From an optimization exercise on the open Yosys and OpenROAD flow, aimed at small area, a short achievable clock period and few clock cycles per item; shortcuts taken in it are not production practice.
Only simulation tests tie the RTL to the original design; equivalence was not proved.

## flow/design.v (module list and top-level ports; edited modules follow where they fit)
// module barrett_lane: 1240 lines
// module mm_add: 29 lines
// module mm_ge: 26 lines
// module mulmod_lanes_pipe: 90 lines
module mulmod_lanes_pipe
#(
  parameter int DATA_WIDTH = 14,
  parameter int LANES      = 4,
  parameter int TAG_WIDTH  = 8
) (
  input  logic                        clk,
  input  logic                        rst,
  input  logic                        cfg_we,
  input  logic [DATA_WIDTH-1:0]       cfg_p,
  input  logic [DATA_WIDTH:0]         cfg_mu,
  output logic                        cfg_ready,
  input  logic                        in_valid,
  output logic                        in_ready,
  input  logic [1:0]                  in_mode,
  input  logic [LANES*DATA_WIDTH-1:0] in_a,
  input  logic [LANES*DATA_WIDTH-1:0] in_b,
  input  logic [TAG_WIDTH-1:0]        in_tag,
  output logic                        out_valid,
  input  logic                        out_ready,
  output logic [LANES*DATA_WIDTH-1:0] out_res,
  output logic [TAG_WIDTH-1:0]        out_tag,
  output logic [LANES-1:0]            out_err
);
  // ...
==> flow/flow/run.sh <==
#!/bin/bash
set -euo pipefail
bash standard.sh SETUP_SLACK_MARGIN=5.6 finish > layout_make.log 2>&1
==> flow/standard.sh <==
#!/bin/bash
# synth_recipe.tcl (not shown) runs the flow's synth.tcl, then flattens the netlist and writes it again
# the make line also repeats each setting of config.mk as NAME=value (left out here)
make -C /OpenROAD-flow-scripts/flow DESIGN_CONFIG=/design/flow/config.mk WORK_HOME=/design/flow/orfs CLKGATE_MAP_FILE= SYNTH_SCRIPT=/design/flow/synth_recipe.tcl "${@:-finish}"
==> flow/config.mk <==
export PLATFORM = sky130hd
export DESIGN_NAME = mulmod_lanes_pipe
export DESIGN_NICKNAME = mulmod_lanes_pipe
export VERILOG_FILES = /design/flow/design.v
export SDC_FILE = /design/flow/constraint.sdc
export NUM_CORES = 4
export LEC_CHECK = 0
export CAP_MARGIN = 20
export CORE_MARGIN = 2
export CORE_UTILIZATION = 50
export SLEW_MARGIN = 20
==> flow/constraint.sdc <==
create_clock -name core_clock -period 11.0 [get_ports {clk}]
set_input_delay 2.2000 -clock core_clock [delete_from_list [all_inputs] [get_ports {clk}]]
set_output_delay 2.2000 -clock core_clock [all_outputs]
set_load 0.01 [all_outputs]
==> results.txt, run 1 <==
status=no timing/DRC/antenna violations; Arrival @ worst endpoint=5.87 ns; CP most frequent cell=a21o_1; synth warn=18; # setup viols final=0; GR Overflow Total=0; most frequent cell after synthesis=inv_1; post_cts resized=93; crit start category=flop; most common cell after layout, fill and taps aside=inv_1; Top class by area=multi-input combinational cells; worst-margin pin slew=0.996 ns; clk root buf=clkbuf_16; pin count of the biggest net entering global routing=78; post-synthesis mux area share=7.16%; clock latency on the worst-skew pair=0.71 ns; DP Cell Count=9194; die width=396 microns; Min-Delay Path Depth=0; WL final=250000 microns; post-synthesis cell area=0.0769 sq mm; CTS sink cnt=692; total die area=0.157 sq mm
Testbench counts, summed over its fixed seeds: cycles 16,040, items 16,000.
==> run 2: changes to the inputs <==
--- a/flow/design.v
+++ b/flow/design.v
@@ -20,17 +20,18 @@
   input  logic [13:0] b_i,
   output logic [13:0] res_o,
   output logic        err_o
 );
   logic [13:0] a0_q;
   logic [15:0] m3_0_q;
   logic [20:0] sel0_q;
   logic        e0_q, e1_q, e2_q, e3_q, e4_q;
-  logic [27:0] x1_q;
+  logic [15:0] x1_q;
+  logic [21:0] ysel1_q;
   logic [13:0] q2_q;
   logic [15:0] xl2_q;
   logic [15:0] r3_q;
   logic [13:0] res4_q;
   logic        err_in;
   logic [15:0] opb, opc, m3_in;
   logic [20:0] sel_in;
   logic        a_ge, b_ge;
@@ -499,141 +500,118 @@
   logic ta_w139;
   logic ta_w140;
   assign ta_w139 = ta_r5_15 ^ ta_r6_13;
   assign ta_w140 = ta_r5_15 & ta_r6_13;
   logic [27:0] xa_s, xa_c, xa;
   assign xa_s = {ta_r6_15, ta_r6_14, ta_w139, ta_w136, ta_w135, ta_w128, ta_w127, ta_w116, ta_w115, ta_w100, ta_w90, ta_w80, ta_w70, ta_w60, ta_w50, ta_w47, ta_w32, ta_w31, ta_w18, ta_w15, ta_w8, ta_w5, ta_w2, ta_r2_0, ta_r0_3, ta_r0_2, ta_r0_1, ta_r0_0};
   assign xa_c = {1'b0, ta_w140, ta_w138, ta_w137, ta_w132, ta_w131, ta_w122, ta_w121, ta_w108, ta_w107, ta_w99, ta_w89, ta_w79, ta_w69, ta_w59, ta_w49, ta_w39, ta_w24, ta_w23, ta_w17, ta_w11, ta_w7, ta_w3, ta_w1, ta_r1_1, ta_r1_0, 1'b0, 1'b0};
   mm_add #(.W(28)) u_cpa_a (.a(xa_s), .b(xa_c), .ci(1'b0), .s(xa), .co());
-  logic [14:0] yv;
-  assign yv = x1_q[27:13];
-  logic tb_s1_0, tb_s2_0, tb_s3_0;
-  assign tb_s1_0 = yv[0] & ~yv[1];
-  assign tb_s2_0 = ~yv[0] & yv[1];
-  assign tb_s3_0 = yv[0] & yv[1];
-  logic tb_r0_12; assign tb_r0_12 = (tb_s1_0 & mu_i[12]) | (tb_s2_0 & mu_i[11]) | (tb_s3_0 & mu3_i[12]);
-  logic tb_r0_13; assign tb_r0_13 = (tb_s1_0 & mu_i[13]) | (tb_s2_0 & mu_i[12]) | (tb_s3_0 & mu3_i[13]);
-  logic tb_r0_14; assign tb_r0_14 = tb_s1_0 | (tb_s2_0 & mu_i[13]) | (tb_s3_0 & mu3_i[14]);
-  logic tb_r0_15; assign tb_r0_15 = tb_s2_0 | (tb_s3_0 & mu3_i[15]);
-  logic tb_r0_16; assign tb_r0_16 = (tb_s3_0 & mu3_i[16]);
-  logic tb_s1_1, tb_s2_1, tb_s3_1;
-  assign tb_s1_1 = yv[2] & ~yv[3];
-  assign tb_s2_1 = ~yv[2] & yv[3];
-  assign tb_s3_1 = yv[2] & yv[3];
-  logic tb_r1_10; assign tb_r1_10 = (tb_s1_1 & mu_i[10]) | (tb_s2_1 & mu_i[9]) | (tb_s3_1 & mu3_i[10]);
-  logic tb_r1_11; assign tb_r1_11 = (tb_s1_1 & mu_i[11]) | (tb_s2_1 & mu_i[10]) | (tb_s3_1 & mu3_i[11]);
-  logic tb_r1_12; assign tb_r1_12 = (tb_s1_1 & mu_i[12]) | (tb_s2_1 & mu_i[11]) | (tb_s3_1 & mu3_i[12]);
-  logic tb_r1_13; assign tb_r1_13 = (tb_s1_1 & mu_i[13]) | (tb_s2_1 & mu_i[12]) | (tb_s3_1 & mu3_i[13]);
-  logic tb_r1_14; assign tb_r1_14 = tb_s1_1 | (tb_s2_1 & mu_i[13]) | (tb_s3_1 & mu3_i[14]);
-  logic tb_r1_15; assign tb_r1_15 = tb_s2_1 | (tb_s3_1 & mu3_i[15]);
-  logic tb_r1_16; assign tb_r1_16 = (tb_s3_1 & mu3_i[16]);
-  logic tb_s1_2, tb_s2_2, tb_s3_2;
-  assign tb_s1_2 = yv[4] & ~yv[5];
-  assign tb_s2_2 = ~yv[4] & yv[5];
-  assign tb_s3_2 = yv[4] & yv[5];
-  logic tb_r2_7; assign tb_r2_7 = (tb_s1_2 & mu_i[7]) | (tb_s2_2 & mu_i[6]) | (tb_s3_2 & mu3_i[7]);
-  logic tb_r2_8; assign tb_r2_8 = (tb_s1_2 & mu_i[8]) | (tb_s2_2 & mu_i[7]) | (tb_s3_2 & mu3_i[8]);
-  logic tb_r2_9; assign tb_r2_9 = (tb_s1_2 & mu_i[9]) | (tb_s2_2 & mu_i[8]) | (tb_s3_2 & mu3_i[9]);
-  logic tb_r2_10; assign tb_r2_10 = (tb_s1_2 & mu_i[10]) | (tb_s2_2 & mu_i[9]) | (tb_s3_2 & mu3_i[10]);
-  logic tb_r2_11; assign tb_r2_11 = (tb_s1_2 & mu_i[11]) | (tb_s2_2 & mu_i[10]) | (tb_s3_2 & mu3_i[11]);
-  logic tb_r2_12; assign tb_r2_12 = (tb_s1_2 & mu_i[12]) | (tb_s2_2 & mu_i[11]) | (tb_s3_2 & mu3_i[12]);
-  logic tb_r2_13; assign tb_r2_13 = (tb_s1_2 & mu_i[13]) | (tb_s2_2 & mu_i[12]) | (tb_s3_2 & mu3_i[13]);
-  logic tb_r2_14; assign tb_r2_14 = tb_s1_2 | (tb_s2_2 & mu_i[13]) | (tb_s3_2 & mu3_i[14]);
-  logic tb_r2_15; assign tb_r2_15 = tb_s2_2 | (tb_s3_2 & mu3_i[15]);
-  logic tb_r2_16; assign tb_r2_16 = (tb_s3_2 & mu3_i[16]);
-  logic tb_s1_3, tb_s2_3, tb_s3_3;
-  assign tb_s1_3 = yv[6] & ~yv[7];
-  assign tb_s2_3 = ~yv[6] & yv[7];
-  assign tb_s3_3 = yv[6] & yv[7];
-  logic tb_r3_5; assign tb_r3_5 = (tb_s1_3 & mu_i[5]) | (tb_s2_3 & mu_i[4]) | (tb_s3_3 & mu3_i[5]);
-  logic tb_r3_6; assign tb_r3_6 = (tb_s1_3 & mu_i[6]) | (tb_s2_3 & mu_i[5]) | (tb_s3_3 & mu3_i[6]);
-  logic tb_r3_7; assign tb_r3_7 = (tb_s1_3 & mu_i[7]) | (tb_s2_3 & mu_i[6]) | (tb_s3_3 & mu3_i[7]);
-  logic tb_r3_8; assign tb_r3_8 = (tb_s1_3 & mu_i[8]) | (tb_s2_3 & mu_i[7]) | (tb_s3_3 & mu3_i[8]);
-  logic tb_r3_9; assign tb_r3_9 = (tb_s1_3 & mu_i[9]) | (tb_s2_3 & mu_i[8]) | (tb_s3_3 & mu3_i[9]);
-  logic tb_r3_10; assign tb_r3_10 = (tb_s1_3 & mu_i[10]) | (tb_s2_3 & mu_i[9]) | (tb_s3_3 & mu3_i[10]);
-  logic tb_r3_11; assign tb_r3_11 = (tb_s1_3 & mu_i[11]) | (tb_s2_3 & mu_i[10]) | (tb_s3_3 & mu3_i[11]);
-  logic tb_r3_12; assign tb_r3_12 = (tb_s1_3 & mu_i[12]) | (tb_s2_3 & mu_i[11]) | (tb_s3_3 & mu3_i[12]);
-  logic tb_r3_13; assign tb_r3_13 = (tb_s1_3 & mu_i[13]) | (tb_s2_3 & mu_i[12]) | (tb_s3_3 & mu3_i[13]);
-  logic tb_r3_14; assign tb_r3_14 = tb_s1_3 | (tb_s2_3 & mu_i[13]) | (tb_s3_3 & mu3_i[14]);
-  logic tb_r3_15; assign tb_r3_15 = tb_s2_3 | (tb_s3_3 & mu3_i[15]);
-  logic tb_r3_16; assign tb_r3_16 = (tb_s3_3 & mu3_i[16]);
-  logic tb_s1_4, tb_s2_4, tb_s3_4;
-  assign tb_s1_4 = yv[8] & ~yv[9];
-  assign tb_s2_4 = ~yv[8] & yv[9];
-  assign tb_s3_4 = yv[8] & yv[9];
-  logic tb_r4_3; assign tb_r4_3 = (tb_s1_4 & mu_i[3]) | (tb_s2_4 & mu_i[2]) | (tb_s3_4 & mu3_i[3]);
-  logic tb_r4_4; assign tb_r4_4 = (tb_s1_4 & mu_i[4]) | (tb_s2_4 & mu_i[3]) | (tb_s3_4 & mu3_i[4]);
-  logic tb_r4_5; assign tb_r4_5 = (tb_s1_4 & mu_i[5]) | (tb_s2_4 & mu_i[4]) | (tb_s3_4 & mu3_i[5]);
-  logic tb_r4_6; assign tb_r4_6 = (tb_s1_4 & mu_i[6]) | (tb_s2_4 & mu_i[5]) | (tb_s3_4 & mu3_i[6]);
-  logic tb_r4_7; assign tb_r4_7 = (tb_s1_4 & mu_i[7]) | (tb_s2_4 & mu_i[6]) | (tb_s3_4 & mu3_i[7]);
-  logic tb_r4_8; assign tb_r4_8 = (tb_s1_4 & mu_i[8]) | (tb_s2_4 & mu_i[7]) | (tb_s3_4 & mu3_i[8]);
-  logic tb_r4_9; assign tb_r4_9 = (tb_s1_4 & mu_i[9]) | (tb_s2_4 & mu_i[8]) | (tb_s3_4 & mu3_i[9]);
-  logic tb_r4_10; assign tb_r4_10 = (tb_s1_4 & mu_i[10]) | (tb_s2_4 & mu_i[9]) | (tb_s3_4 & mu3_i[10]);
-  logic tb_r4_11; assign tb_r4_11 = (tb_s1_4 & mu_i[11]) | (tb_s2_4 & mu_i[10]) | (tb_s3_4 & mu3_i[11]);
-  logic tb_r4_12; assign tb_r4_12 = (tb_s1_4 & mu_i[12]) | (tb_s2_4 & mu_i[11]) | (tb_s3_4 & mu3_i[12]);
-  logic tb_r4_13; assign tb_r4_13 = (tb_s1_4 & mu_i[13]) | (tb_s2_4 & mu_i[12]) | (tb_s3_4 & mu3_i[13]);
-  logic tb_r4_14; assign tb_r4_14 = tb_s1_4 | (tb_s2_4 & mu_i[13]) | (tb_s3_4 & mu3_i[14]);
-  logic tb_r4_15; assign tb_r4_15 = tb_s2_4 | (tb_s3_4 & mu3_i[15]);
-  logic tb_r4_16; assign tb_r4_16 = (tb_s3_4 & mu3_i[16]);
-  logic tb_s1_5, tb_s2_5, tb_s3_5;
-  assign tb_s1_5 = yv[10] & ~yv[11];
-  assign tb_s2_5 = ~yv[10] & yv[11];
-  assign tb_s3_5 = yv[10] & yv[11];
-  logic tb_r5_1; assign tb_r5_1 = (tb_s1_5 & mu_i[1]) | (tb_s2_5 & mu_i[0]) | (tb_s3_5 & mu3_i[1]);
-  logic tb_r5_2; assign tb_r5_2 = (tb_s1_5 & mu_i[2]) | (tb_s2_5 & mu_i[1]) | (tb_s3_5 & mu3_i[2]);
-  logic tb_r5_3; assign tb_r5_3 = (tb_s1_5 & mu_i[3]) | (tb_s2_5 & mu_i[2]) | (tb_s3_5 & mu3_i[3]);
-  logic tb_r5_4; assign tb_r5_4 = (tb_s1_5 & mu_i[4]) | (tb_s2_5 & mu_i[3]) | (tb_s3_5 & mu3_i[4]);
-  logic tb_r5_5; assign tb_r5_5 = (tb_s1_5 & mu_i[5]) | (tb_s2_5 & mu_i[4]) | (tb_s3_5 & mu3_i[5]);
-  logic tb_r5_6; assign tb_r5_6 = (tb_s1_5 & mu_i[6]) | (tb_s2_5 & mu_i[5]) | (tb_s3_5 & mu3_i[6]);
-  logic tb_r5_7; assign tb_r5_7 = (tb_s1_5 & mu_i[7]) | (tb_s2_5 & mu_i[6]) | (tb_s3_5 & mu3_i[7]);
-  logic tb_r5_8; assign tb_r5_8 = (tb_s1_5 & mu_i[8]) | (tb_s2_5 & mu_i[7]) | (tb_s3_5 & mu3_i[8]);
-  logic tb_r5_9; assign tb_r5_9 = (tb_s1_5 & mu_i[9]) | (tb_s2_5 & mu_i[8]) | (tb_s3_5 & mu3_i[9]);
-  logic tb_r5_10; assign tb_r5_10 = (tb_s1_5 & mu_i[10]) | (tb_s2_5 & mu_i[9]) | (tb_s3_5 & mu3_i[10]);
-  logic tb_r5_11; assign tb_r5_11 = (tb_s1_5 & mu_i[11]) | (tb_s2_5 & mu_i[10]) | (tb_s3_5 & mu3_i[11]);
-  logic tb_r5_12; assign tb_r5_12 = (tb_s1_5 & mu_i[12]) | (tb_s2_5 & mu_i[11]) | (tb_s3_5 & mu3_i[12]);
-  logic tb_r5_13; assign tb_r5_13 = (tb_s1_5 & mu_i[13]) | (tb_s2_5 & mu_i[12]) | (tb_s3_5 & mu3_i[13]);
-  logic tb_r5_14; assign tb_r5_14 = tb_s1_5 | (tb_s2_5 & mu_i[13]) | (tb_s3_5 & mu3_i[14]);
-  logic tb_r5_15; assign tb_r5_15 = tb_s2_5 | (tb_s3_5 & mu3_i[15]);
-  logic tb_r5_16; assign tb_r5_16 = (tb_s3_5 & mu3_i[16]);
-  logic tb_s1_6, tb_s2_6, tb_s3_6;
-  assign tb_s1_6 = yv[12] & ~yv[13];
-  assign tb_s2_6 = ~yv[12] & yv[13];
-  assign tb_s3_6 = yv[12] & yv[13];
-  logic tb_r6_0; assign tb_r6_0 = (tb_s1_6 & mu_i[0]) | (tb_s3_6 & mu3_i[0]);
-  logic tb_r6_1; assign tb_r6_1 = (tb_s1_6 & mu_i[1]) | (tb_s2_6 & mu_i[0]) | (tb_s3_6 & mu3_i[1]);
-  logic tb_r6_2; assign tb_r6_2 = (tb_s1_6 & mu_i[2]) | (tb_s2_6 & mu_i[1]) | (tb_s3_6 & mu3_i[2]);
-  logic tb_r6_3; assign tb_r6_3 = (tb_s1_6 & mu_i[3]) | (tb_s2_6 & mu_i[2]) | (tb_s3_6 & mu3_i[3]);
-  logic tb_r6_4; assign tb_r6_4 = (tb_s1_6 & mu_i[4]) | (tb_s2_6 & mu_i[3]) | (tb_s3_6 & mu3_i[4]);
-  logic tb_r6_5; assign tb_r6_5 = (tb_s1_6 & mu_i[5]) | (tb_s2_6 & mu_i[4]) | (tb_s3_6 & mu3_i[5]);
-  logic tb_r6_6; assign tb_r6_6 = (tb_s1_6 & mu_i[6]) | (tb_s2_6 & mu_i[5]) | (tb_s3_6 & mu3_i[6]);
-  logic tb_r6_7; assign tb_r6_7 = (tb_s1_6 & mu_i[7]) | (tb_s2_6 & mu_i[6]) | (tb_s3_6 & mu3_i[7]);
-  logic tb_r6_8; assign tb_r6_8 = (tb_s1_6 & mu_i[8]) | (tb_s2_6 & mu_i[7]) | (tb_s3_6 & mu3_i[8]);
-  logic tb_r6_9; assign tb_r6_9 = (tb_s1_6 & mu_i[9]) | (tb_s2_6 & mu_i[8]) | (tb_s3_6 & mu3_i[9]);
-  logic tb_r6_10; assign tb_r6_10 = (tb_s1_6 & mu_i[10]) | (tb_s2_6 & mu_i[9]) | (tb_s3_6 & mu3_i[10]);
-  logic tb_r6_11; assign tb_r6_11 = (tb_s1_6 & mu_i[11]) | (tb_s2_6 & mu_i[10]) | (tb_s3_6 & mu3_i[11]);
-  logic tb_r6_12; assign tb_r6_12 = (tb_s1_6 & mu_i[12]) | (tb_s2_6 & mu_i[11]) | (tb_s3_6 & mu3_i[12]);
-  logic tb_r6_13; assign tb_r6_13 = (tb_s1_6 & mu_i[13]) | (tb_s2_6 & mu_i[12]) | (tb_s3_6 & mu3_i[13]);
-  logic tb_r6_14; assign tb_r6_14 = tb_s1_6 | (tb_s2_6 & mu_i[13]) | (tb_s3_6 & mu3_i[14]);
-  logic tb_r6_15; assign tb_r6_15 = tb_s2_6 | (tb_s3_6 & mu3_i[15]);
-  logic tb_r6_16; assign tb_r6_16 = (tb_s3_6 & mu3_i[16]);
-  logic tb_r7_0; assign tb_r7_0 = yv[14] & mu_i[0];
-  logic tb_r7_1; assign tb_r7_1 = yv[14] & mu_i[1];
-  logic tb_r7_2; assign tb_r7_2 = yv[14] & mu_i[2];
-  logic tb_r7_3; assign tb_r7_3 = yv[14] & mu_i[3];
-  logic tb_r7_4; assign tb_r7_4 = yv[14] & mu_i[4];
-  logic tb_r7_5; assign tb_r7_5 = yv[14] & mu_i[5];
-  logic tb_r7_6; assign tb_r7_6 = yv[14] & mu_i[6];
-  logic tb_r7_7; assign tb_r7_7 = yv[14] & mu_i[7];
-  logic tb_r7_8; assign tb_r7_8 = yv[14] & mu_i[8];
-  logic tb_r7_9; assign tb_r7_9 = yv[14] & mu_i[9];
-  logic tb_r7_10; assign tb_r7_10 = yv[14] & mu_i[10];
-  logic tb_r7_11; assign tb_r7_11 = yv[14] & mu_i[11];
-  logic tb_r7_12; assign tb_r7_12 = yv[14] & mu_i[12];
-  logic tb_r7_13; assign tb_r7_13 = yv[14] & mu_i[13];
+  logic [21:0] ysel_d;    
+  for (genvar k = 0; k < 7; k++) begin : g_ysel
+    assign ysel_d[3*k]   = xa[13+2*k] & ~xa[14+2*k];
+    assign ysel_d[3*k+1] = ~xa[13+2*k] & xa[14+2*k];
+    assign ysel_d[3*k+2] = xa[13+2*k] & xa[14+2*k];
+  end
+  assign ysel_d[21] = xa[27];
+  logic tb_r0_12; assign tb_r0_12 = (ysel1_q[0] & mu_i[12]) | (ysel1_q[1] & mu_i[11]) | (ysel1_q[2] & mu3_i[12]);
+  logic tb_r0_13; assign tb_r0_13 = (ysel1_q[0] & mu_i[13]) | (ysel1_q[1] & mu_i[12]) | (ysel1_q[2] & mu3_i[13]);
+  logic tb_r0_14; assign tb_r0_14 = ysel1_q[0] | (ysel1_q[1] & mu_i[13]) | (ysel1_q[2] & mu3_i[14]);
+  logic tb_r0_15; assign tb_r0_15 = ysel1_q[1] | (ysel1_q[2] & mu3_i[15]);
+  logic tb_r0_16; assign tb_r0_16 = (ysel1_q[2] & mu3_i[16]);
+  logic tb_r1_10; assign tb_r1_10 = (ysel1_q[3] & mu_i[10]) | (ysel1_q[4] & mu_i[9]) | (ysel1_q[5] & mu3_i[10]);
+  logic tb_r1_11; assign tb_r1_11 = (ysel1_q[3] & mu_i[11]) | (ysel1_q[4] & mu_i[10]) | (ysel1_q[5] & mu3_i[11]);
+  logic tb_r1_12; assign tb_r1_12 = (ysel1_q[3] & mu_i[12]) | (ysel1_q[4] & mu_i[11]) | (ysel1_q[5] & mu3_i[12]);
+  logic tb_r1_13; assign tb_r1_13 = (ysel1_q[3] & mu_i[13]) | (ysel1_q[4] & mu_i[12]) | (ysel1_q[5] & mu3_i[13]);
+  logic tb_r1_14; assign tb_r1_14 = ysel1_q[3] | (ysel1_q[4] & mu_i[13]) | (ysel1_q[5] & mu3_i[14]);
+  logic tb_r1_15; assign tb_r1_15 = ysel1_q[4] | (ysel1_q[5] & mu3_i[15]);
+  logic tb_r1_16; assign tb_r1_16 = (ysel1_q[5] & mu3_i[16]);
+  logic tb_r2_7; assign tb_r2_7 = (ysel1_q[6] & mu_i[7]) | (ysel1_q[7] & mu_i[6]) | (ysel1_q[8] & mu3_i[7]);
+  logic tb_r2_8; assign tb_r2_8 = (ysel1_q[6] & mu_i[8]) | (ysel1_q[7] & mu_i[7]) | (ysel1_q[8] & mu3_i[8]);
+  logic tb_r2_9; assign tb_r2_9 = (ysel1_q[6] & mu_i[9]) | (ysel1_q[7] & mu_i[8]) | (ysel1_q[8] & mu3_i[9]);
+  logic tb_r2_10; assign tb_r2_10 = (ysel1_q[6] & mu_i[10]) | (ysel1_q[7] & mu_i[9]) | (ysel1_q[8] & mu3_i[10]);
+  logic tb_r2_11; assign tb_r2_11 = (ysel1_q[6] & mu_i[11]) | (ysel1_q[7] & mu_i[10]) | (ysel1_q[8] & mu3_i[11]);
+  logic tb_r2_12; assign tb_r2_12 = (ysel1_q[6] & mu_i[12]) | (ysel1_q[7] & mu_i[11]) | (ysel1_q[8] & mu3_i[12]);
+  logic tb_r2_13; assign tb_r2_13 = (ysel1_q[6] & mu_i[13]) | (ysel1_q[7] & mu_i[12]) | (ysel1_q[8] & mu3_i[13]);
+  logic tb_r2_14; assign tb_r2_14 = ysel1_q[6] | (ysel1_q[7] & mu_i[13]) | (ysel1_q[8] & mu3_i[14]);
+  logic tb_r2_15; assign tb_r2_15 = ysel1_q[7] | (ysel1_q[8] & mu3_i[15]);
+  logic tb_r2_16; assign tb_r2_16 = (ysel1_q[8] & mu3_i[16]);
+  logic tb_r3_5; assign tb_r3_5 = (ysel1_q[9] & mu_i[5]) | (ysel1_q[10] & mu_i[4]) | (ysel1_q[11] & mu3_i[5]);
+  logic tb_r3_6; assign tb_r3_6 = (ysel1_q[9] & mu_i[6]) | (ysel1_q[10] & mu_i[5]) | (ysel1_q[11] & mu3_i[6]);
+  logic tb_r3_7; assign tb_r3_7 = (ysel1_q[9] & mu_i[7]) | (ysel1_q[10] & mu_i[6]) | (ysel1_q[11] & mu3_i[7]);
+  logic tb_r3_8; assign tb_r3_8 = (ysel1_q[9] & mu_i[8]) | (ysel1_q[10] & mu_i[7]) | (ysel1_q[11] & mu3_i[8]);
+  logic tb_r3_9; assign tb_r3_9 = (ysel1_q[9] & mu_i[9]) | (ysel1_q[10] & mu_i[8]) | (ysel1_q[11] & mu3_i[9]);
+  logic tb_r3_10; assign tb_r3_10 = (ysel1_q[9] & mu_i[10]) | (ysel1_q[10] & mu_i[9]) | (ysel1_q[11] & mu3_i[10]);
+  logic tb_r3_11; assign tb_r3_11 = (ysel1_q[9] & mu_i[11]) | (ysel1_q[10] & mu_i[10]) | (ysel1_q[11] & mu3_i[11]);
+  logic tb_r3_12; assign tb_r3_12 = (ysel1_q[9] & mu_i[12]) | (ysel1_q[10] & mu_i[11]) | (ysel1_q[11] & mu3_i[12]);
+  logic tb_r3_13; assign tb_r3_13 = (ysel1_q[9] & mu_i[13]) | (ysel1_q[10] & mu_i[12]) | (ysel1_q[11] & mu3_i[13]);
+  logic tb_r3_14; assign tb_r3_14 = ysel1_q[9] | (ysel1_q[10] & mu_i[13]) | (ysel1_q[11] & mu3_i[14]);
+  logic tb_r3_15; assign tb_r3_15 = ysel1_q[10] | (ysel1_q[11] & mu3_i[15]);
+  logic tb_r3_16; assign tb_r3_16 = (ysel1_q[11] & mu3_i[16]);
+  logic tb_r4_3; assign tb_r4_3 = (ysel1_q[12] & mu_i[3]) | (ysel1_q[13] & mu_i[2]) | (ysel1_q[14] & mu3_i[3]);
+  logic tb_r4_4; assign tb_r4_4 = (ysel1_q[12] & mu_i[4]) | (ysel1_q[13] & mu_i[3]) | (ysel1_q[14] & mu3_i[4]);
+  logic tb_r4_5; assign tb_r4_5 = (ysel1_q[12] & mu_i[5]) | (ysel1_q[13] & mu_i[4]) | (ysel1_q[14] & mu3_i[5]);
+  logic tb_r4_6; assign tb_r4_6 = (ysel1_q[12] & mu_i[6]) | (ysel1_q[13] & mu_i[5]) | (ysel1_q[14] & mu3_i[6]);
+  logic tb_r4_7; assign tb_r4_7 = (ysel1_q[12] & mu_i[7]) | (ysel1_q[13] & mu_i[6]) | (ysel1_q[14] & mu3_i[7]);
+  logic tb_r4_8; assign tb_r4_8 = (ysel1_q[12] & mu_i[8]) | (ysel1_q[13] & mu_i[7]) | (ysel1_q[14] & mu3_i[8]);
+  logic tb_r4_9; assign tb_r4_9 = (ysel1_q[12] & mu_i[9]) | (ysel1_q[13] & mu_i[8]) | (ysel1_q[14] & mu3_i[9]);
+  logic tb_r4_10; assign tb_r4_10 = (ysel1_q[12] & mu_i[10]) | (ysel1_q[13] & mu_i[9]) | (ysel1_q[14] & mu3_i[10]);
+  logic tb_r4_11; assign tb_r4_11 = (ysel1_q[12] & mu_i[11]) | (ysel1_q[13] & mu_i[10]) | (ysel1_q[14] & mu3_i[11]);
+  logic tb_r4_12; assign tb_r4_12 = (ysel1_q[12] & mu_i[12]) | (ysel1_q[13] & mu_i[11]) | (ysel1_q[14] & mu3_i[12]);
+  logic tb_r4_13; assign tb_r4_13 = (ysel1_q[12] & mu_i[13]) | (ysel1_q[13] & mu_i[12]) | (ysel1_q[14] & mu3_i[13]);
+  logic tb_r4_14; assign tb_r4_14 = ysel1_q[12] | (ysel1_q[13] & mu_i[13]) | (ysel1_q[14] & mu3_i[14]);
+  logic tb_r4_15; assign tb_r4_15 = ysel1_q[13] | (ysel1_q[14] & mu3_i[15]);
+  logic tb_r4_16; assign tb_r4_16 = (ysel1_q[14] & mu3_i[16]);
+  logic tb_r5_1; assign tb_r5_1 = (ysel1_q[15] & mu_i[1]) | (ysel1_q[16] & mu_i[0]) | (ysel1_q[17] & mu3_i[1]);
+  logic tb_r5_2; assign tb_r5_2 = (ysel1_q[15] & mu_i[2]) | (ysel1_q[16] & mu_i[1]) | (ysel1_q[17] & mu3_i[2]);
+  logic tb_r5_3; assign tb_r5_3 = (ysel1_q[15] & mu_i[3]) | (ysel1_q[16] & mu_i[2]) | (ysel1_q[17] & mu3_i[3]);
+  logic tb_r5_4; assign tb_r5_4 = (ysel1_q[15] & mu_i[4]) | (ysel1_q[16] & mu_i[3]) | (ysel1_q[17] & mu3_i[4]);
+  logic tb_r5_5; assign tb_r5_5 = (ysel1_q[15] & mu_i[5]) | (ysel1_q[16] & mu_i[4]) | (ysel1_q[17] & mu3_i[5]);
+  logic tb_r5_6; assign tb_r5_6 = (ysel1_q[15] & mu_i[6]) | (ysel1_q[16] & mu_i[5]) | (ysel1_q[17] & mu3_i[6]);
+  logic tb_r5_7; assign tb_r5_7 = (ysel1_q[15] & mu_i[7]) | (ysel1_q[16] & mu_i[6]) | (ysel1_q[17] & mu3_i[7]);
+  logic tb_r5_8; assign tb_r5_8 = (ysel1_q[15] & mu_i[8]) | (ysel1_q[16] & mu_i[7]) | (ysel1_q[17] & mu3_i[8]);
+  logic tb_r5_9; assign tb_r5_9 = (ysel1_q[15] & mu_i[9]) | (ysel1_q[16] & mu_i[8]) | (ysel1_q[17] & mu3_i[9]);
+  logic tb_r5_10; assign tb_r5_10 = (ysel1_q[15] & mu_i[10]) | (ysel1_q[16] & mu_i[9]) | (ysel1_q[17] & mu3_i[10]);
+  logic tb_r5_11; assign tb_r5_11 = (ysel1_q[15] & mu_i[11]) | (ysel1_q[16] & mu_i[10]) | (ysel1_q[17] & mu3_i[11]);
+  logic tb_r5_12; assign tb_r5_12 = (ysel1_q[15] & mu_i[12]) | (ysel1_q[16] & mu_i[11]) | (ysel1_q[17] & mu3_i[12]);
+  logic tb_r5_13; assign tb_r5_13 = (ysel1_q[15] & mu_i[13]) | (ysel1_q[16] & mu_i[12]) | (ysel1_q[17] & mu3_i[13]);
+  logic tb_r5_14; assign tb_r5_14 = ysel1_q[15] | (ysel1_q[16] & mu_i[13]) | (ysel1_q[17] & mu3_i[14]);
+  logic tb_r5_15; assign tb_r5_15 = ysel1_q[16] | (ysel1_q[17] & mu3_i[15]);
+  logic tb_r5_16; assign tb_r5_16 = (ysel1_q[17] & mu3_i[16]);
+  logic tb_r6_0; assign tb_r6_0 = (ysel1_q[18] & mu_i[0]) | (ysel1_q[20] & mu3_i[0]);
+  logic tb_r6_1; assign tb_r6_1 = (ysel1_q[18] & mu_i[1]) | (ysel1_q[19] & mu_i[0]) | (ysel1_q[20] & mu3_i[1]);
+  logic tb_r6_2; assign tb_r6_2 = (ysel1_q[18] & mu_i[2]) | (ysel1_q[19] & mu_i[1]) | (ysel1_q[20] & mu3_i[2]);
+  logic tb_r6_3; assign tb_r6_3 = (ysel1_q[18] & mu_i[3]) | (ysel1_q[19] & mu_i[2]) | (ysel1_q[20] & mu3_i[3]);
+  logic tb_r6_4; assign tb_r6_4 = (ysel1_q[18] & mu_i[4]) | (ysel1_q[19] & mu_i[3]) | (ysel1_q[20] & mu3_i[4]);
+  logic tb_r6_5; assign tb_r6_5 = (ysel1_q[18] & mu_i[5]) | (ysel1_q[19] & mu_i[4]) | (ysel1_q[20] & mu3_i[5]);
+  logic tb_r6_6; assign tb_r6_6 = (ysel1_q[18] & mu_i[6]) | (ysel1_q[19] & mu_i[5]) | (ysel1_q[20] & mu3_i[6]);
+  logic tb_r6_7; assign tb_r6_7 = (ysel1_q[18] & mu_i[7]) | (ysel1_q[19] & mu_i[6]) | (ysel1_q[20] & mu3_i[7]);
+  logic tb_r6_8; assign tb_r6_8 = (ysel1_q[18] & mu_i[8]) | (ysel1_q[19] & mu_i[7]) | (ysel1_q[20] & mu3_i[8]);
+  logic tb_r6_9; assign tb_r6_9 = (ysel1_q[18] & mu_i[9]) | (ysel1_q[19] & mu_i[8]) | (ysel1_q[20] & mu3_i[9]);
+  logic tb_r6_10; assign tb_r6_10 = (ysel1_q[18] & mu_i[10]) | (ysel1_q[19] & mu_i[9]) | (ysel1_q[20] & mu3_i[10]);
+  logic tb_r6_11; assign tb_r6_11 = (ysel1_q[18] & mu_i[11]) | (ysel1_q[19] & mu_i[10]) | (ysel1_q[20] & mu3_i[11]);
+  logic tb_r6_12; assign tb_r6_12 = (ysel1_q[18] & mu_i[12]) | (ysel1_q[19] & mu_i[11]) | (ysel1_q[20] & mu3_i[12]);
+  logic tb_r6_13; assign tb_r6_13 = (ysel1_q[18] & mu_i[13]) | (ysel1_q[19] & mu_i[12]) | (ysel1_q[20] & mu3_i[13]);
+  logic tb_r6_14; assign tb_r6_14 = ysel1_q[18] | (ysel1_q[19] & mu_i[13]) | (ysel1_q[20] & mu3_i[14]);
+  logic tb_r6_15; assign tb_r6_15 = ysel1_q[19] | (ysel1_q[20] & mu3_i[15]);
+  logic tb_r6_16; assign tb_r6_16 = (ysel1_q[20] & mu3_i[16]);
+  logic tb_r7_0; assign tb_r7_0 = ysel1_q[21] & mu_i[0];
+  logic tb_r7_1; assign tb_r7_1 = ysel1_q[21] & mu_i[1];
+  logic tb_r7_2; assign tb_r7_2 = ysel1_q[21] & mu_i[2];
+  logic tb_r7_3; assign tb_r7_3 = ysel1_q[21] & mu_i[3];
+  logic tb_r7_4; assign tb_r7_4 = ysel1_q[21] & mu_i[4];
+  logic tb_r7_5; assign tb_r7_5 = ysel1_q[21] & mu_i[5];
+  logic tb_r7_6; assign tb_r7_6 = ysel1_q[21] & mu_i[6];
+  logic tb_r7_7; assign tb_r7_7 = ysel1_q[21] & mu_i[7];
+  logic tb_r7_8; assign tb_r7_8 = ysel1_q[21] & mu_i[8];
+  logic tb_r7_9; assign tb_r7_9 = ysel1_q[21] & mu_i[9];
+  logic tb_r7_10; assign tb_r7_10 = ysel1_q[21] & mu_i[10];
+  logic tb_r7_11; assign tb_r7_11 = ysel1_q[21] & mu_i[11];
+  logic tb_r7_12; assign tb_r7_12 = ysel1_q[21] & mu_i[12];
+  logic tb_r7_13; assign tb_r7_13 = ysel1_q[21] & mu_i[13];
   logic tb_w1;
   logic tb_w2;
   assign tb_w1 = tb_r2_7 ^ tb_r3_5 ^ tb_r4_3;
   assign tb_w2 = (tb_r2_7 & tb_r3_5) | (tb_r4_3 & (tb_r2_7 | tb_r3_5));
   logic tb_w3;
   logic tb_w4;
   assign tb_w3 = tb_r0_12 ^ tb_r1_10 ^ tb_r2_8;
   assign tb_w4 = (tb_r0_12 & tb_r1_10) | (tb_r2_8 & (tb_r0_12 | tb_r1_10));
@@ -890,18 +868,18 @@
   assign tb_w129 = tb_w124 ^ tb_w127;
   assign tb_w130 = tb_w124 & tb_w127;
   logic tb_w131;
   logic tb_w132;
   assign tb_w131 = tb_r7_13 ^ tb_r6_15 ^ tb_w128;
   assign tb_w132 = (tb_r7_13 & tb_r6_15) | (tb_w128 & (tb_r7_13 | tb_r6_15));
   logic tb_w133;
   logic tb_w134;
-  assign tb_w133 = yv[14] ^ tb_r6_16;
-  assign tb_w134 = yv[14] & tb_r6_16;
+  assign tb_w133 = ysel1_q[21] ^ tb_r6_16;
+  assign tb_w134 = ysel1_q[21] & tb_r6_16;
   logic [29:0] qb_s, qb_c, qb;
   assign qb_s = {tb_w134, tb_w133, tb_w130, tb_w129, tb_w122, tb_w121, tb_w110, tb_w109, tb_w94, tb_w93, tb_w74, tb_w62, tb_w50, tb_w38, tb_w35, tb_w16, tb_w13, tb_w5, tb_r5_1, 1'b0, 1'b0, 1'b0, 1'b0, 1'b0, 1'b0, 1'b0, 1'b0, 1'b0, 1'b0, 1'b0};
   assign qb_c = {1'b0, tb_w132, tb_w131, tb_w126, tb_w125, tb_w116, tb_w115, tb_w102, tb_w101, tb_w84, tb_w83, tb_w73, tb_w61, tb_w49, tb_w37, tb_w25, tb_w15, tb_w7, tb_w1, 1'b0, 1'b0, 1'b0, 1'b0, 1'b0, 1'b0, 1'b0, 1'b0, 1'b0, 1'b0, 1'b0};
   mm_add #(.W(30)) u_cpa_b (.a(qb_s), .b(qb_c), .ci(1'b0), .s(qb), .co());
   logic tc_s1_0, tc_s2_0, tc_s3_0;
   assign tc_s1_0 = q2_q[0] & ~q2_q[1];
   assign tc_s2_0 = ~q2_q[0] & q2_q[1];
   assign tc_s3_0 = q2_q[0] & q2_q[1];
@@ -1226,17 +1204,18 @@
   mm_add #(.W(16)) u_sub2 (.a(r3_q), .b(~{1'b0, p_i, 1'b0}), .ci(1'b1), .s(t2), .co(ge2));
   assign rd = ge2 ? t2[13:0] : (ge1 ? t1[13:0] : r3_q[13:0]);
   always_ff @(posedge clk) begin
     if (en) begin
       a0_q   <= a_i;
       m3_0_q <= m3_in;
       sel0_q <= sel_in;
       e0_q   <= err_in;
-      x1_q   <= xa;
+      x1_q   <= xa[15:0];
+      ysel1_q <= ysel_d;
       e1_q   <= e0_q;
       q2_q   <= qb[28:15];
       xl2_q  <= x1_q[15:0];
       e2_q   <= e1_q;
       r3_q   <= rc;
       e3_q   <= e2_q;
       res4_q <= rd;
       e4_q   <= e3_q;
==> flow/run.sh (new file) <==
#!/bin/bash
# synth_recipe.tcl (not shown) runs the flow's synth.tcl, then flattens the netlist and writes it again
# the make line also repeats each setting of config.mk as NAME=value (left out here)
make -C /OpenROAD-flow-scripts/flow DESIGN_CONFIG=/design/flow/config.mk WORK_HOME=/design/flow/orfs CLKGATE_MAP_FILE= SYNTH_SCRIPT=/design/flow/synth_recipe.tcl finish
==> flow/config.mk (replaced) <==
export PLATFORM = sky130hd
export DESIGN_NAME = mulmod_lanes_pipe
export DESIGN_NICKNAME = mulmod_lanes_pipe
export VERILOG_FILES = /design/flow/design.v
export SDC_FILE = /design/flow/constraint.sdc
export NUM_CORES = 4
export LEC_CHECK = 0
export CAP_MARGIN = 10
export CORE_MARGIN = 2
export CORE_UTILIZATION = 50
export CTS_BUF_LIST = sky130_fd_sc_hd__clkbuf_4
export CTS_CLUSTER_SIZE = 20
export SETUP_SLACK_MARGIN = 5
export SLEW_MARGIN = 10
removed: flow/flow/run.sh
removed: flow/standard.sh
==> run 2 against run 1 <==
Compared with the run above: fmax fell by 8.8%; clock skew rose by 0.14 ns; first-iteration DRC count rose by 21%; via count fell by 1.9%; largest cell class unchanged; die area fell by 0.78%; utilization fell by 2.8 points; cell area fell by 5.2%.
==> results.txt, run 2 <==
Layout Skew=0.168 ns (was 0.0230 ns); sequential element share of the synthesized area=28.7% (was 26.9%); relative slew slack=17.5% (was 33.6%); crit start category=flop (unchanged); CP most frequent cell=fa_1 (was a21o_1); synth warn=18 (unchanged); post-synthesis cell area=0.0763 sq mm (was 0.0769 sq mm); Crit Path Max Fanout=5 (was 8); Final Critical Period=5.93 ns (was 5.40 ns); dpl hpwl=179000 microns (was 175000 microns); DRC=0 (unchanged); Core Rows=143 (unchanged); Area growth, synth to finish=8.78% (was 13.9%); unique cell type count in the Yosys netlist=85 (was 73); clock latency on the worst-skew pair=1.24 ns (was 0.71 ns); syn nets=8692 (was 8906); WL final=247000 microns (was 250000 microns); worst-margin pin slew=1.23 ns (was 0.996 ns); most common cell after layout, fill and taps aside=inv_1 (unchanged); number of flops mapped to enable cells by yosys=727 (was 687); 1st-pass router iterations=19 (was 14); GR Overflow Total=0 (unchanged); Arrival @ worst endpoint=6.72 ns (was 5.87 ns); RSZ-0062 raised after global routing=no (was yes); Starting DRT DRC Count=11152 (was 9229); WS Path Type=flop to flop (unchanged); I/O Pins=227 (unchanged); WHS=0.388 ns (was 0.410 ns); GPL Wtd Cong=0.931 (was 0.950); Total Routing Usage GR=31.3% (was 30.9%); DP Area=0.0799 sq mm (was 0.0807 sq mm); H-tree depth=4 (was 3); Avg Cell Area, Syn=10.7 sq um (was 10.5 sq um); TritonCTS Buffers=202 (was 87); most frequent cell after synthesis=inv_1 (unchanged); Setup crit end kind=flop (unchanged); Die Height=395 microns (was 396 microns); share of layout cells above drive strength 1=9.62% (was 15.6%); first-pass GRT wire length=372000 microns (was 371000 microns); fmax=169 MHz (was 185 MHz); max-slew violation count=0 (unchanged); Critical Path RT=11.80 ns (was 11.46 ns); die width=395 microns (was 396 microns); most frequent cells in the layout=1136 x inv_1, 758 x fa_1, 727 x edfxtp_1 (was 1140 x inv_1, 749 x fa_1, 687 x edfxtp_1); #FFs+latches synth=732 (was 692); final antenna-violating net count=0 (unchanged); Final nets=8753 (was 9211); class of the worst hold path=flop to flop (unchanged); commonest cells in the netlist=1139 x inv_1, 758 x fa_1, 727 x edfxtp_1, 646 x ha_1, 644 x a222oi_1 (was 1147 x inv_1, 758 x fa_1, 687 x edfxtp_1, 646 x ha_1, 456 x clkbuf_1); max incr delay on CP=0.92 ns (was 0.77 ns); cells along the critical path=buf_4, buf_4, a222oi_1, fa_1, fa_1, fa_1, inv_1, ha_1, ha_1, a21o_1, a221oi_2, a2bb2oi_1, o31ai_1, nand2_1, and3b_1, a21oi_1, o21ai_0 (was nand3_1, fa_1, fa_2, fa_1, fa_2, fa_1, inv_1, ha_2, a21o_1, a21o_1, a21o_1, a21o_1, a22o_1, or4_4, and2_4, xor2_1); R2R Setup Slk=5.07 ns (was 5.60 ns); Post-synth top flop=edfxtp_1 (unchanged); initial core utilization=50.3% (was 50.5%); maxcap violations=0 (unchanged); clk root buf=clkbuf_4 (was clkbuf_16); Largest regs=g_lane.u_lane.ysel1_q (88), g_lane.u_lane.sel0_q (84) (was g_lane.u_lane.x1_q (112), g_lane.u_lane.sel0_q (84)); via/cell ratio=6.41 (was 6.28); total die area=0.156 sq mm (was 0.157 sq mm); Crit-path slowest cell=o21ai_0 (was edfxtp_1); antenna violations before repair=12 (was 6); pin count of the biggest net entering global routing=183 (was 78); port bufs=226 (unchanged); Buf/Inv on CP=3 (was 1); CTS max path bufs=3 (unchanged); Final Hold Fails=0 (unchanged); Final Cycle Share=53.9% (was 49.1%); share of Yosys cell area claimed by the top area cell type=28.6% (was 26.8%); post-route cell area=0.0830 sq mm (was 0.0876 sq mm); Yosys top cell by area=edfxtp_1 (unchanged); dominant cells by area after synthesis=edfxtp_1 29%, fa_1 20%, ha_1 11% (was edfxtp_1 27%, fa_1 20%, ha_1 11%); ys async rst share=0% (unchanged); max reg flops=88 (was 112); Biggest register=g_lane.u_lane.ysel1_q (was g_lane.u_lane.x1_q); delay-heaviest family, CP=compound AO/OA/AOI/OAI gates (was adder cells); Core Region=0.152 sq mm (about the same); Via Count=60149 (was 61297); CTS tree=yes (unchanged); Clk pin slew, worst setup/hold paths=0.07 ns (was 0.06 ns); WL per Instance=26.3 microns (was 25.6 microns); CTS sink cnt=732 (was 692); # setup viols final=0 (unchanged); status=no timing/DRC/antenna violations (unchanged); Gate Count Post-Synth=7132 (was 7346); number of global-route vias before repair=60621 (was 60018); # hold bufs at CTS=0 (unchanged)
run 2: timing repair:
action	4_1_cts	5_1_grt
buffers inserted	7	40
resized for setup	2	15
hold endpoints to repair	0	0
pin swaps	1	1
cloned	1	0
setup endpoints to repair	6	24
run 2: cells by family after synthesis:
| kind of cell | share of synthesized area (%) |
|---|---|
| mux | 4.42 |
| xor+xnor | 3.88 |
| compound gates | 17.6 |
| simple gates | 6.75 |
| buf+inv | 8.14 |
| flops | 28.7 |
| fa+ha+maj | 30.5 |
run 2: worst register-to-register path, delay by kind of cell (launching register included):
| kind | cells | cell delay [ns] |
|---|---|---|
| DFF | 1 | 0.56 |
| AOI/OAI and AO/OA | 7 | 2.16 |
| adders and majority gates | 5 | 1.97 |
| and+or+nand+nor | 2 | 0.34 |
| buffers and inverters | 3 | 0.42 |
run 2: path summary, 6_finish.rpt:
path	startpoint	to	cells after the start
worst min-delay path	g_lane[0].u_lane.x1_q[12]$_DFFE_PP_	g_lane[0].u_lane.xl2_q[12]$_DFFE_PP_	0
worst min register to register	g_lane[0].u_lane.x1_q[12]$_DFFE_PP_	g_lane[0].u_lane.xl2_q[12]$_DFFE_PP_	0
worst max register to register	g_lane[0].u_lane.a0_q[10]$_DFFE_PP_	g_lane[0].u_lane.ysel1_q[10]$_DFFE_PP_	17
worst max-delay path	g_lane[0].u_lane.a0_q[10]$_DFFE_PP_	g_lane[0].u_lane.ysel1_q[10]$_DFFE_PP_	17
run 2: stage by stage:
stage | instances | utilization [%] | setup slack [ns] | TNS [ns]
4_1_cts | 9340 | 54.5 | 4.95 | 0
6_report | 9390 | 54.7 | 5.07 | 0
2_1_floorplan | 7132 | - | -1.77 | -1161.69
3_5_place_dp | 8971 | 52.6 | 3.98 | 0
3_3_place_gp | 8971 | 52.6 | 4.11 | 0
5_1_grt | 9389 | 54.7 | 5.00 | 0
run 2: cell type report:
| type | instances | area, sq um |
|---|---|---|
| repair buffers | 354 | 3270 |
| clock buffers | 280 | 2100 |
| clock inverters | 81 | 588 |
| multi-input cells | 4762 | 48300 |
| fillers | 13516 | 68700 |
| flip-flops and latches | 732 | 21900 |
| inverters | 1140 | 4290 |
| well taps | 2030 | 2540 |
| repair inverters | 1 | 5.00 |
| diodes | 10 | 25.0 |
run 2: routing by layer:
| metal | track usage, % | vias up | part of all wire, % |
|---|---|---|---|
| met4 | 14.1 | 8 | 4.9 |
| met1 | 41.2 | 29274 | 39 |
| li1 | - | 26290 | - |
| met2 | 48.7 | 3823 | 44 |
| met5 | 0 | - | 0.029 |
| met3 | 7.91 | 754 | 11 |
Testbench counts of run 2, summed over its fixed seeds: cycles 16,040, items 16,000.
==> run 3: changes to the inputs <==
==> flow/flow/run.sh (new file) <==
#!/bin/bash
set -euo pipefail
bash standard.sh SETUP_SLACK_MARGIN=5.6 finish > layout_make.log 2>&1
==> flow/standard.sh (new file) <==
#!/bin/bash
# synth_recipe.tcl (not shown) runs the flow's synth.tcl, then flattens the netlist and writes it again
# the make line also repeats each setting of config.mk as NAME=value (left out here)
make -C /OpenROAD-flow-scripts/flow DESIGN_CONFIG=/design/flow/config.mk WORK_HOME=/design/flow/orfs CLKGATE_MAP_FILE= SYNTH_SCRIPT=/design/flow/synth_recipe.tcl "${@:-finish}"
--- a/flow/config.mk
+++ b/flow/config.mk
@@ -12,3 +12,2 @@
 export CTS_CLUSTER_SIZE = 20
-export SETUP_SLACK_MARGIN = 5
 export SLEW_MARGIN = 10
removed: flow/run.sh
==> run 3 against run 2 <==
Compared with the run above: sequential share of layout area decreased by 1.2 points; wire length increased by 3.7%; first-iteration DRC count decreased by 1.6%; cell count increased by 3.9%; non-clock buffer count increased by 375; synthesized cell count unchanged; cell area increased by 4.7%; highest routed layer unchanged; still clean.
==> results.txt, run 3 <==
total die area=0.156 sq mm (unchanged); via/cell ratio=6.39 (was 6.41); sequential element share of the synthesized area=28.7% (unchanged); dpl hpwl=178000 microns (was 179000 microns); CP most frequent cell=fa_1 (unchanged); fin util=57.3% (was 54.7%); Buf/Inv on CP=1 (was 3); die width=395 microns (unchanged); commonest cells in the netlist=1139 x inv_1, 758 x fa_1, 727 x edfxtp_1, 646 x ha_1, 644 x a222oi_1 (unchanged); fill count=13337 (was 13516); Gate Count Post-Synth=7132 (unchanged); Avg Cell Area, Syn=10.7 sq um (unchanged); first-pass GRT wire length=377000 microns (was 372000 microns); class of the worst hold path=flop to flop (unchanged); TritonCTS Buffers=202 (unchanged); delay-heaviest family, CP=adder cells (was compound AO/OA/AOI/OAI gates); relative slew slack=22.3% (was 17.5%); cells along the critical path=a222oi_1, fa_1, fa_1, fa_1, inv_2, fa_2, ha_4, and3_4, a221oi_4, a2bb2oi_2, o31ai_4, a41oi_2, nor2b_1, nor2_1, o21bai_2, xnor2_1, and3b_2 (was buf_4, buf_4, a222oi_1, fa_1, fa_1, fa_1, inv_1, ha_1, ha_1, a21o_1, a221oi_2, a2bb2oi_1, o31ai_1, nand2_1, and3b_1, a21oi_1, o21ai_0); syn nets=8692 (unchanged); WL per Instance=26.3 microns (about the same); Min-Delay Path Depth=0 (unchanged); stages on the worst setup path=17 (unchanged); synth warn=18 (unchanged); Arrival @ worst endpoint=6.39 ns (was 6.72 ns); I/O Pins=227 (unchanged); DRC=0 (unchanged); Crit-path slowest cell=edfxtp_1 (was o21ai_0); final antenna-violating net count=0 (unchanged); pre-CTS worst setup slack=4.39 ns (was 3.98 ns); WHS=0.405 ns (was 0.388 ns); port bufs=226 (unchanged); Core Rows=143 (unchanged); #FFs+latches synth=732 (unchanged); Starting DRT DRC Count=10973 (was 11152); Core Region=0.152 sq mm (unchanged); H-tree depth=4 (unchanged); Largest regs=g_lane.u_lane.ysel1_q (88), g_lane.u_lane.sel0_q (84) (unchanged); share of Yosys cell area claimed by the top area cell type=28.6% (unchanged); status=no timing/DRC/antenna violations (unchanged); R2R Setup Slk=5.57 ns (was 5.07 ns); maxcap violations=0 (unchanged); clk root buf=clkbuf_4 (unchanged); Via Count=62355 (was 60149); RSZ-0062 raised after global routing=yes (was no); ys async rst share=0% (unchanged); Final Hold Fails=0 (unchanged); Final Critical Period=5.43 ns (was 5.93 ns); share of layout cells above drive strength 1=15.4% (was 9.62%); Reg area=0.0219 sq mm (unchanged); dominant cells by area after synthesis=edfxtp_1 29%, fa_1 20%, ha_1 11% (unchanged); Setup crit end kind=flop (unchanged); Post-synth top flop=edfxtp_1 (unchanged); crit start category=flop (unchanged); Biggest register=g_lane.u_lane.ysel1_q (unchanged); Total Routing Usage GR=31.6% (was 31.3%); Yosys top cell by area=edfxtp_1 (unchanged); fmax=184 MHz (was 169 MHz); WL final=257000 microns (was 247000 microns); max-slew violation count=0 (unchanged); Final Cycle Share=49.3% (was 53.9%); Die Height=395 microns (unchanged); max reg flops=88 (unchanged); PnR worst setup slack=5.57 ns (was 5.07 ns); Layout Skew=0.0870 ns (was 0.168 ns); CTS tree=yes (unchanged); DP Cell Count=8973 (was 8971); antenna violations before repair=18 (was 12); cells on worst reg2reg path=17 (unchanged); initial core utilization=50.3% (unchanged); 1st-pass router iterations=22 (was 19); CTS sink cnt=732 (unchanged); CTS max path bufs=3 (unchanged); # setup viols final=0 (unchanged); most frequent cells in the layout=1132 x inv_1, 740 x fa_1, 727 x edfxtp_1 (was 1136 x inv_1, 758 x fa_1, 727 x edfxtp_1); clock latency on the worst-skew pair=1.28 ns (was 1.24 ns); GPL Wtd Cong=0.938 (was 0.931); Area growth, synth to finish=13.9% (was 8.78%); worst-margin pin slew=1.17 ns (was 1.23 ns); most frequent cell after synthesis=inv_1 (unchanged); Critical Path RT=11.96 ns (was 11.80 ns); unique cell type count in the Yosys netlist=85 (unchanged); post-synthesis cell area=0.0763 sq mm (unchanged); area of the multi-input gates=0.0490 sq mm (was 0.0483 sq mm); most common cell after layout, fill and taps aside=inv_1 (unchanged); Final nets=9127 (was 8753); number of flops mapped to enable cells by yosys=727 (unchanged); Crit Path Max Fanout=7 (was 5); Clk pin slew, worst setup/hold paths=0.07 ns (about the same); post-route non-filler standard cell count=9759 (was 9390); GR Overflow Total=0 (unchanged); number of global-route vias before repair=61747 (was 60621); max incr delay on CP=0.62 ns (was 0.92 ns); WS Path Type=flop to flop (unchanged); pin count of the biggest net entering global routing=183 (unchanged)
[run 3: cell counts after synthesis]
Identical to the previous run, type by type.
[run 3: kinds of logic after synthesis]
family | Yosys count | synth area share [%]
DFF | 732 | 28.7
adders and majority gates | 1404 | 30.5
buffers and inverters | 1638 | 8.14
muxes | 314 | 4.42
AOI/OAI and AO/OA | 1643 | 17.6
xor gates and xnor gates | 338 | 3.88
and+or+nand+nor | 1063 | 6.75
[run 3: worst paths after layout]
path                                             start                                     end
setup / recovery  g_lane[0].u_lane.m3_0_q[8]$_DFFE_PP_  g_lane[0].u_lane.ysel1_q[15]$_DFFE_PP_
hold / removal         g_lane[3].u_lane.e1_q$_DFFE_PP_         g_lane[3].u_lane.e2_q$_DFFE_PP_
setup reg to reg  g_lane[0].u_lane.m3_0_q[8]$_DFFE_PP_  g_lane[0].u_lane.ysel1_q[15]$_DFFE_PP_
hold reg to reg        g_lane[3].u_lane.e1_q$_DFFE_PP_         g_lane[3].u_lane.e2_q$_DFFE_PP_
[run 3: timing repair]
action / 4_1_cts / 5_1_grt
pin swaps: 25 / 66
gates resized for setup: 51 / 127
setup endpoints to repair: 39 / 101
buffers inserted: 140 / 267
gates cloned: 1 / 12
hold buffers: 0 / 0
[run 3: per-stage QoR]
| step | area, sq um | TNS [ns] |
|---|---|---|
| floorplan | 76700 | -1161.69 |
| global placement | 80100 | 0 |
| detailed placement | 80100 | 0 |
| CTS | 84000 | 0 |
| global route | 86900 | 0 |
| finish | 86900 | 0 |
[run 3: layer usage]
| layer | vias to the layer above | global-route usage, % | part of all wire [%] |
|---|---|---|---|
| li1 | 27035 | - | - |
| met1 | 30248 | 40.5 | 38 |
| met2 | 4123 | 49.3 | 45 |
| met3 | 933 | 9.49 | 12 |
| met4 | 16 | 14.1 | 5.3 |
| met5 | - | 0 | 0.054 |
[run 3: final cells by class]
| type | count | area share (%) |
|---|---|---|
| Antenna cell | 8 | 0.0230 |
| Clock buffer | 281 | 2.43 |
| Clock inverter | 77 | 0.538 |
| Inverter | 1140 | 4.93 |
| Multi-Input combinational cell | 4762 | 56.4 |
| Sequential cell | 732 | 25.2 |
| Tap cell | 2030 | 2.92 |
| Timing Repair Buffer | 729 | 7.55 |
==> run 4: changes to the inputs <==
==> flow/flow/run.sh (replaced) <==
#!/bin/bash
set -euo pipefail
bash standard.sh SETUP_SLACK_MARGIN=5.8 finish > layout_make.log 2>&1
==> run 4 against run 3 <==
Compared with the run above: cell area increased by 1.9%; largest cell class unchanged; clock skew increased by 0.025 ns; still clean on timing, DRC and antenna; first-iteration DRC count increased by 5.3%; worst setup slack improved by 0.17 ns; sequential share of layout area decreased by 0.48 points.
==> results.txt, run 4 <==
Core Region=0.152 sq mm (unchanged); Final Hold Fails=0 (unchanged); # setup viols final=0 (unchanged); Final Critical Period=5.25 ns (was 5.43 ns); share of Yosys cell area claimed by the top area cell type=28.6% (unchanged); clk root buf=clkbuf_4 (unchanged); CTS sink cnt=732 (unchanged); GR Overflow Total=0 (unchanged); Reg area=0.0219 sq mm (unchanged); via/cell ratio=6.39 (about the same); final antenna-violating net count=0 (unchanged); Area growth, synth to finish=16.0% (was 13.9%); R2R Setup Slk=5.75 ns (was 5.57 ns); antenna violations before repair=16 (was 18); Core Rows=143 (unchanged); WL per Instance=26.4 microns (was 26.3 microns); Min-Delay Path Depth=0 (unchanged); GPL Wtd Cong=0.944 (was 0.938); most common cell after layout, fill and taps aside=inv_1 (unchanged); TritonCTS Buffers=201 (was 202); dominant cells by area after synthesis=edfxtp_1 29%, fa_1 20%, ha_1 11% (unchanged); post-route cell area=0.0886 sq mm (was 0.0869 sq mm); RSZ-0062 raised after global routing=yes (unchanged); Layout Skew=0.112 ns (was 0.0870 ns); Final Cycle Share=47.8% (was 49.3%); Yosys top cell by area=edfxtp_1 (unchanged); Via Count=62850 (was 62355); beginning of the worst hold path=g_lane[3].u_lane.e3_q$_DFFE_PP_ (was g_lane[3].u_lane.e1_q$_DFFE_PP_); WL final=260000 microns (was 257000 microns); Avg Cell Area, Syn=10.7 sq um (unchanged); met3 global-route usage=9.62% (was 9.49%); total die area=0.156 sq mm (unchanged); dpl hpwl=177000 microns (was 178000 microns); maxcap violations=0 (unchanged); worst-margin pin slew=1.10 ns (was 1.17 ns); fmax=190 MHz (was 184 MHz); port bufs=226 (unchanged); Critical Path RT=11.89 ns (was 11.96 ns); Die Height=395 microns (unchanged); CTS tree=yes (unchanged); pin count of the biggest net entering global routing=167 (was 183); Largest regs=g_lane.u_lane.ysel1_q (88), g_lane.u_lane.sel0_q (84) (unchanged); r2r endpoint=g_lane[1].u_lane.q2_q[13]$_DFFE_PP_ (was g_lane[0].u_lane.ysel1_q[15]$_DFFE_PP_); clock latency on the worst-skew pair=1.25 ns (was 1.28 ns); status=no timing/DRC/antenna violations (unchanged); cells on worst reg2reg path=16 (was 17); Final nets=9220 (was 9127); Worst Hold Path EP=g_lane[3].u_lane.e4_q$_DFFE_PP_ (was g_lane[3].u_lane.e2_q$_DFFE_PP_); most frequent cells in the layout=1110 x inv_1, 727 x edfxtp_1, 701 x fa_1 (was 1132 x inv_1, 740 x fa_1, 727 x edfxtp_1); Gate Count Post-Synth=7132 (unchanged); H-tree depth=4 (unchanged); CTS max path bufs=3 (unchanged); crit start category=flop (unchanged); number of flops mapped to enable cells by yosys=727 (unchanged); unique cell type count in the Yosys netlist=85 (unchanged); fill count=12977 (was 13337); post-synthesis cell area=0.0763 sq mm (unchanged); class of the worst hold path=flop to flop (unchanged); Post-synth top flop=edfxtp_1 (unchanged); #FFs+latches synth=732 (unchanged); relative slew slack=26.7% (was 22.3%); sequential element share of the synthesized area=28.7% (unchanged); I/O Pins=227 (unchanged); max-slew violation count=0 (unchanged); ys async rst share=0% (unchanged); DRC=0 (unchanged); Starting DRT DRC Count=11557 (was 10973); max reg flops=88 (unchanged); WS Path Type=flop to flop (unchanged); synth warn=18 (unchanged); Clk pin slew, worst setup/hold paths=0.07 ns (about the same); global-route layer with the greatest usage=met2 (unchanged); R2R Path Start=mu3_q[5]$_DFFE_PP_ (was g_lane[0].u_lane.m3_0_q[8]$_DFFE_PP_); number of global-route vias before repair=63224 (was 61747); met2 Track Usage GR=50.9% (was 49.3%); 1st-pass router iterations=17 (was 22); initial core utilization=50.3% (unchanged); met1 Use GR=41.0% (was 40.5%); die width=395 microns (unchanged); Total Routing Usage GR=32.5% (was 31.6%); Arrival @ worst endpoint=6.15 ns (was 6.39 ns); most frequent cell after synthesis=inv_1 (unchanged); area of the multi-input gates=0.0497 sq mm (was 0.0490 sq mm); Crit Path Max Fanout=16 (was 7); first-pass GRT wire length=386000 microns (was 377000 microns); commonest cells in the netlist=1139 x inv_1, 758 x fa_1, 727 x edfxtp_1, 646 x ha_1, 644 x a222oi_1 (unchanged); Biggest register=g_lane.u_lane.ysel1_q (unchanged); fin util=58.4% (was 57.3%); Setup crit end kind=flop (unchanged); share of layout cells above drive strength 1=18.1% (was 15.4%); syn nets=8692 (unchanged); DP Area=0.0801 sq mm (about the same)
[run 4: worst max path at each step]
stage	from	end	slack (ns)
after CTS	mu_q[13]$_DFFE_PP_	g_lane[1].u_lane.q2_q[13]$_DFFE_PP_	5.65
after global placement	out_ready	in_ready	3.80
after global routing	mu_q[7]$_DFFE_PP_	g_lane[2].u_lane.q2_q[13]$_DFFE_PP_	5.62
after floorplan	out_ready	g_lane[0].u_lane.a0_q[0]$_DFFE_PP_	-1.77
final	mu3_q[5]$_DFFE_PP_	g_lane[1].u_lane.q2_q[13]$_DFFE_PP_	5.75
after detailed placement	out_ready	in_ready	3.73
[run 4: area by class of cell]
cell class	instances	area share [%]
multi-input cells	4762	56.2
flip-flops and latches	732	24.8
repair buffers	821	8.39
inverters	1140	4.84
well taps	2030	2.87
clock buffers	271	2.30
clock inverters	72	0.653
diodes	8	0.0226
repair inverters	2	0.0113
[run 4: routing by layer]
metal	vias up	part of all wire (%)
li1	27238	-
met1	30377	37
met2	4245	44
met3	979	12
met4	11	5.9
met5	-	0.035
[run 4: cell families (layout without fill, tap and decap cells)]
kind of cell | after synthesis | count (layout) | share of synthesized area, %
other | 0 | 8 | 0
AND/OR/NAND/NOR | 1063 | 1063 | 6.75
XOR/XNOR | 338 | 338 | 3.88
buffers and inverters | 1638 | 2306 | 8.14
adder cells (fa/ha/maj) | 1404 | 1404 | 30.5
AO/OA/AOI/OAI | 1643 | 1643 | 17.6
flip-flops | 732 | 732 | 28.7
multiplexers | 314 | 314 | 4.42
[run 4: repair_timing]
item | in CTS | in global routing
hold buffers | 0 | 0
setup buffers | 388 | 101
gates cloned | 15 | 4
resized for setup | 158 | 220
pin swaps | 89 | 173
endpoints found under the setup margin | 222 | 103
[run 4: worst max-delay path, stage by stage, from the launching register on]
cell	delay, ns
edfxtp_1	1.01
a222oi_1	0.27
fa_1	0.50
fa_1	0.47
fa_1	0.41
inv_1	0.10
fa_1	0.43
ha_1	0.36
nand3_1	0.12
nor3_2	0.06
a211o_4	0.35
a31oi_4	0.17
o21ai_2	0.09
o21a_1	0.21
o21a_1	0.19
nor2_1	0.12
xnor2_1	0.10
[run 4: through the flow]
step                 TNS, ns  hold slack (ns)  worst slack (ns)  std cells
CTS                        0            0.411              5.65       9725
global route               0            0.418              5.62       9837
floorplan           -1161.69            0.400             -1.77       7132
global placement           0            0.401              3.80       8979
detailed placement         0            0.405              3.73       8979
finish                     0            0.409              5.75       9838

## what the ideal ports hide
How much do the figures lean on ideal ports? The routed layouts below were timed once more, with nothing changed but the port constraints.
Step 1 assumes that a clkbuf_16 drives the clock port and a buf_2 every other input.
Step 2 adds t to the input delays and takes it off the output delays; t is the mean of the earliest and latest rising clock arrival at the registers after step 1. Input paths then give back, and output paths get back, about the clock's delay inside the block.
Three values: ideal, step 1, step 2; two values: the first two.
| run | t, ns | setup WS [ns] | worst register clock-pin slew, ns | worst data-port slew with drivers (ns) |
|---|---|---|---|---|
| run 1 | 0.786 | 5.595 / 5.595 / 5.040 | 0.06 / 0.06 | 0.07 |
| run 2 | 1.238 | 5.073 / 5.073 / 4.021 | 0.08 / 0.08 | 0.14 |
| run 3 | 1.316 | 5.572 / 5.572 / 4.497 | 0.10 / 0.10 | 0.18 |
| run 4 | 1.268 | 5.747 / 5.747 / 4.678 | 0.09 / 0.09 | 0.16 |
After both steps setup and hold are still met in every run listed. For run 3, which loses most, drivers alone change the setup slack by 0.000 ns; drivers and shift together by -1.075 ns.
